Context: an optimization exercise on an open-source flow, tuned for small area, a short achievable clock period and few clock cycles per item. The choices shown serve that exercise and are no tape-out recipe.
In this exercise RTL edits were held to simulation tests only and were not proved equivalent to the original.
Power figures rest on the tool's default switching activity, not on a simulated workload.

==> flow/design.v (excerpt) <==
module multichannel_to_mono_pcm16_unit (
    input  wire         i_clk,
    input  wire         i_rst_n,
    input  wire         i_cfg_we,
    input  wire [0:0]   i_cfg_index,
    input  wire [3:0]   i_cfg_data,
    input  wire         i_in_valid,
    output logic        o_in_ready,
    input  wire  [31:0] i_sample_bits,
    input  wire         i_silent,
    input  wire         i_packet_last,
    output logic        o_out_valid,
    input  wire         i_out_ready,
    output logic signed [15:0] o_mono_sample,
    output logic        o_packet_end
);
clock: 10.0 ns
lec_check: 0
abc_area: 1
cap_margin: 20
core_margin: 2
core_utilization: 60
slew_margin: 20
standard.sh (not shown) runs the stock make flow with config.mk's settings and CLKGATE_MAP_FILE= SYNTH_SCRIPT=/design/flow/synth_recipe.tcl, a recipe that flattens the netlist after the stock synthesis.
==> flow/flow/run.sh <==
#!/bin/bash
# The standard layout, with the port buffers made of buf_2 cells instead of the default
# delay buffer (every input and output port still gets its own buffer), and the timing
# repair aiming for 6.5 ns of setup slack at the design's clock period.
set -euo pipefail
bash standard.sh finish "BUFFER_PORTS_ARGS=-buffer_cell sky130_fd_sc_hd__buf_2" SETUP_SLACK_MARGIN=6.5 > standard_flow.log 2>&1
The starting point completed with no timing, DRC or antenna violations.
Testbench counts at the start, summed over its fixed seeds: cycles 14,010, frames 3,072.
Rerun with:
- CORE_UTILIZATION: 60 -> 70
- CTS_BUF_LIST: not set -> sky130_fd_sc_hd__clkbuf_4 sky130_fd_sc_hd__clkbuf_8
- sequential power stays flat
- routed wire length rose by 12%
- sequential share of layout area rose by 0.41 points
- worst setup slack is worse by 0.41 ns
- synthesized area is unchanged
- via count rose by 7.1%
- utilization rose by 11 points
- worst hold slack is better by 0.016 ns
- clock-buffer cell count fell by 2
Rerun with:
- CORE_UTILIZATION: 70 -> 60
Fmax rose by 13%.
Count of clock-buffer cells in the layout goes up by 2.
Core utilization drops by 12 points.
Sequential power barely changes.
Rerun with:
==> flow/flow/run.sh (replaced) <==
#!/bin/bash
# The standard layout, with the port buffers made of buf_2 cells instead of the default
# delay buffer (every input and output port still gets its own buffer), and the timing
# repair aiming for 6 ns of setup slack at the design's clock period.
set -euo pipefail
bash standard.sh finish "BUFFER_PORTS_ARGS=-buffer_cell sky130_fd_sc_hd__buf_2" SETUP_SLACK_MARGIN=6 > standard_flow.log 2>&1
- ABC_AREA: 1 -> not set
Effect: The new run finished clean. Critical path depth rises by 2. Die area decreases by 1.5%. Worst setup slack is worse by 0.63 ns. Design area goes down by 1.7%.

---

Setup of job 6477:
Another version of the RTL of multichannel_to_mono_pcm16_unit (not shown whole).
Size in the first run: about 63 I/O pins.
clock: 10.0 ns
lec_check: 0
abc_area: 1
cap_margin: 20
core_margin: 2
core_utilization: 60
cts_buf_list: sky130_fd_sc_hd__clkbuf_4 sky130_fd_sc_hd__clkbuf_8
slew_margin: 20
==> flow/flow/run.sh <==
#!/bin/bash
# The standard layout, with the port buffers made of buf_2 cells instead of the default
# delay buffer (every input and output port still gets its own buffer), and the timing
# repair aiming for 6 ns of setup slack at the design's clock period.
set -euo pipefail
bash standard.sh finish "BUFFER_PORTS_ARGS=-buffer_cell sky130_fd_sc_hd__buf_2" SETUP_SLACK_MARGIN=6 > standard_flow.log 2>&1
Testbench counts of job 6477, summed over its fixed seeds: cycles 14,010, frames 3,072.
diff inputs: job 6477 => job 2693
- a deleted ABC_AREA that had been 1
==> flow/flow/run.sh <==
#!/bin/bash
# The standard layout, with the port buffers made of buf_2 cells instead of the default
# delay buffer (every input and output port still gets its own buffer), and the timing
# repair aiming for 6.5 ns of setup slack at the design's clock period.
set -euo pipefail
bash standard.sh finish "BUFFER_PORTS_ARGS=-buffer_cell sky130_fd_sc_hd__buf_2" SETUP_SLACK_MARGIN=6.5 > standard_flow.log 2>&1
==> summary.txt <==
Diff job 6477 -> job 2693 | non-clock buffer count | up by more than half. Job 6477 reports its main combinational cell family by area after synthesis as simple AND/OR/NAND/NOR gates while job 2693 reports compound AO/OA/AOI/OAI gates. Job 6477 ended up with o_k[1]$_SDFFCE_PP0P_ as its source of the critical timing path; job 2693 ended up with o_sh[14]$_DFFE_PP_. Job 6477 has a higher maximum cell stage delay along the critical path than job 2693. Combinational cell fraction of total power | job 2693 above job 6477.
Here is what was changed in the inputs of job 4312 compared with job 2693.
==> flow/flow/run.sh <==
#!/bin/bash
# The standard layout, with the port buffers made of buf_2 cells instead of the default
# delay buffer (every input and output port still gets its own buffer), and the timing
# repair aiming for 6 ns of setup slack at the design's clock period.
set -euo pipefail
bash standard.sh finish "BUFFER_PORTS_ARGS=-buffer_cell sky130_fd_sc_hd__buf_2" SETUP_SLACK_MARGIN=6 > standard_flow.log 2>&1
### Flow results
Job 4312 has global-route wire length before repair below what job 2693 had.
Between job 2693 and job 4312, critical path depth decreased.
| design area | job 4312 vs job 2693 | 5.8% lower |
Job 4312 vs job 2693: sequential fraction of design power down in job 4312
The total power in job 4312 sits about 1.2% above the value recorded for job 2693.
Per the comparison of job 4312 with job 2693, internal power has increased, sequential share of layout area grew by 1.8 points, count of plain and timing-repair buffers fell by about 27%.
Max global-route usage across job 2693 and job 4312: job 2693
Input-level comparison between job 3157 and job 4312:
- CORE_UTILIZATION changed from 60 to 70
Notes after the runs:
Going from job 4312 to job 3157, overall power after layout shrank slightly.
In the flow results for job 3157 and job 4312, the actual transition at the worst max-transition pin is larger on job 4312.
Relative to job 4312, worst hold slack increased by 12 ps in job 3157.
For sequential power, job 4312 and job 3157 come out practically identical.
The end point of the critical path comes out o_mono_sample[9] in one run and o_mono_sample[6] in the other, namely in job 4312 and job 3157 respectively.
Setup slack: job 3157 less than job 4312
From job 4312 to job 3157 the numbers moved as follows: clock distribution area overhead in the final layout essentially unchanged; total cell area at the placement stage essentially unchanged; final area decreased 0.57%; non-clock inverter count in the final layout essentially unchanged.
Of job 3157 and job 4312, the higher last weighted congestion value of the routability-driven placer belongs to job 3157.
Of job 3157 and job 4312, job 4312 shows the higher met1 track demand over resource in global routing, with job 3157 below it.

-- port drivers added, routing unchanged --
No port has a modelled driver above. Below, the same layouts with a new extraction and two added sets of constraints. Step 1: set_driving_cell puts a clkbuf_16 on i_clk and a buf_2 on each other input, an assumption about the parent block. Step 2 also shifts input and output timing later by t, the mid clock arrival at the registers, as if the neighbouring blocks saw the same clock. Slacks: ideal / step 1 / step 2; pairs: ideal / step 1.
run | shift t [ns] | setup WS [ns] | worst register clock-pin slew, ns | worst slew at a driven data input, ns | pins driven straight from the clock port
the first run of note 1 | 0.472 | 6.588 / 6.588 / 6.135 | 0.07 / 0.07 | 0.05 | 1
the second run of note 1 | 0.508 | 6.183 / 6.183 / 6.134 | 0.10 / 0.10 | 0.05 | 1
the third run of note 1 | 0.498 | 6.625 / 6.625 / 6.135 | 0.10 / 0.10 | 0.05 | 1
the fourth run of note 1 | 0.502 | 5.991 / 5.991 / 5.685 | 0.10 / 0.10 | 0.03 | 1
job 6477 | 0.482 | 6.141 / 6.103 / 5.784 | 0.10 / 0.10 | 0.03 | 1
job 2693 | 0.500 | 6.116 / 6.072 / 6.043 | 0.10 / 0.10 | 0.06 | 1
job 4312 | 0.492 | 6.104 / 6.060 / 5.735 | 0.10 / 0.10 | 0.04 | 1
job 3157 | 0.503 | 6.065 / 6.025 / 5.617 | 0.10 / 0.10 | 0.03 | 1
After both steps setup and hold are still met in every run listed. The setup slack of the third run of note 1, which loses most, moves by 0.000 ns with the drivers and by -0.490 ns with both steps.
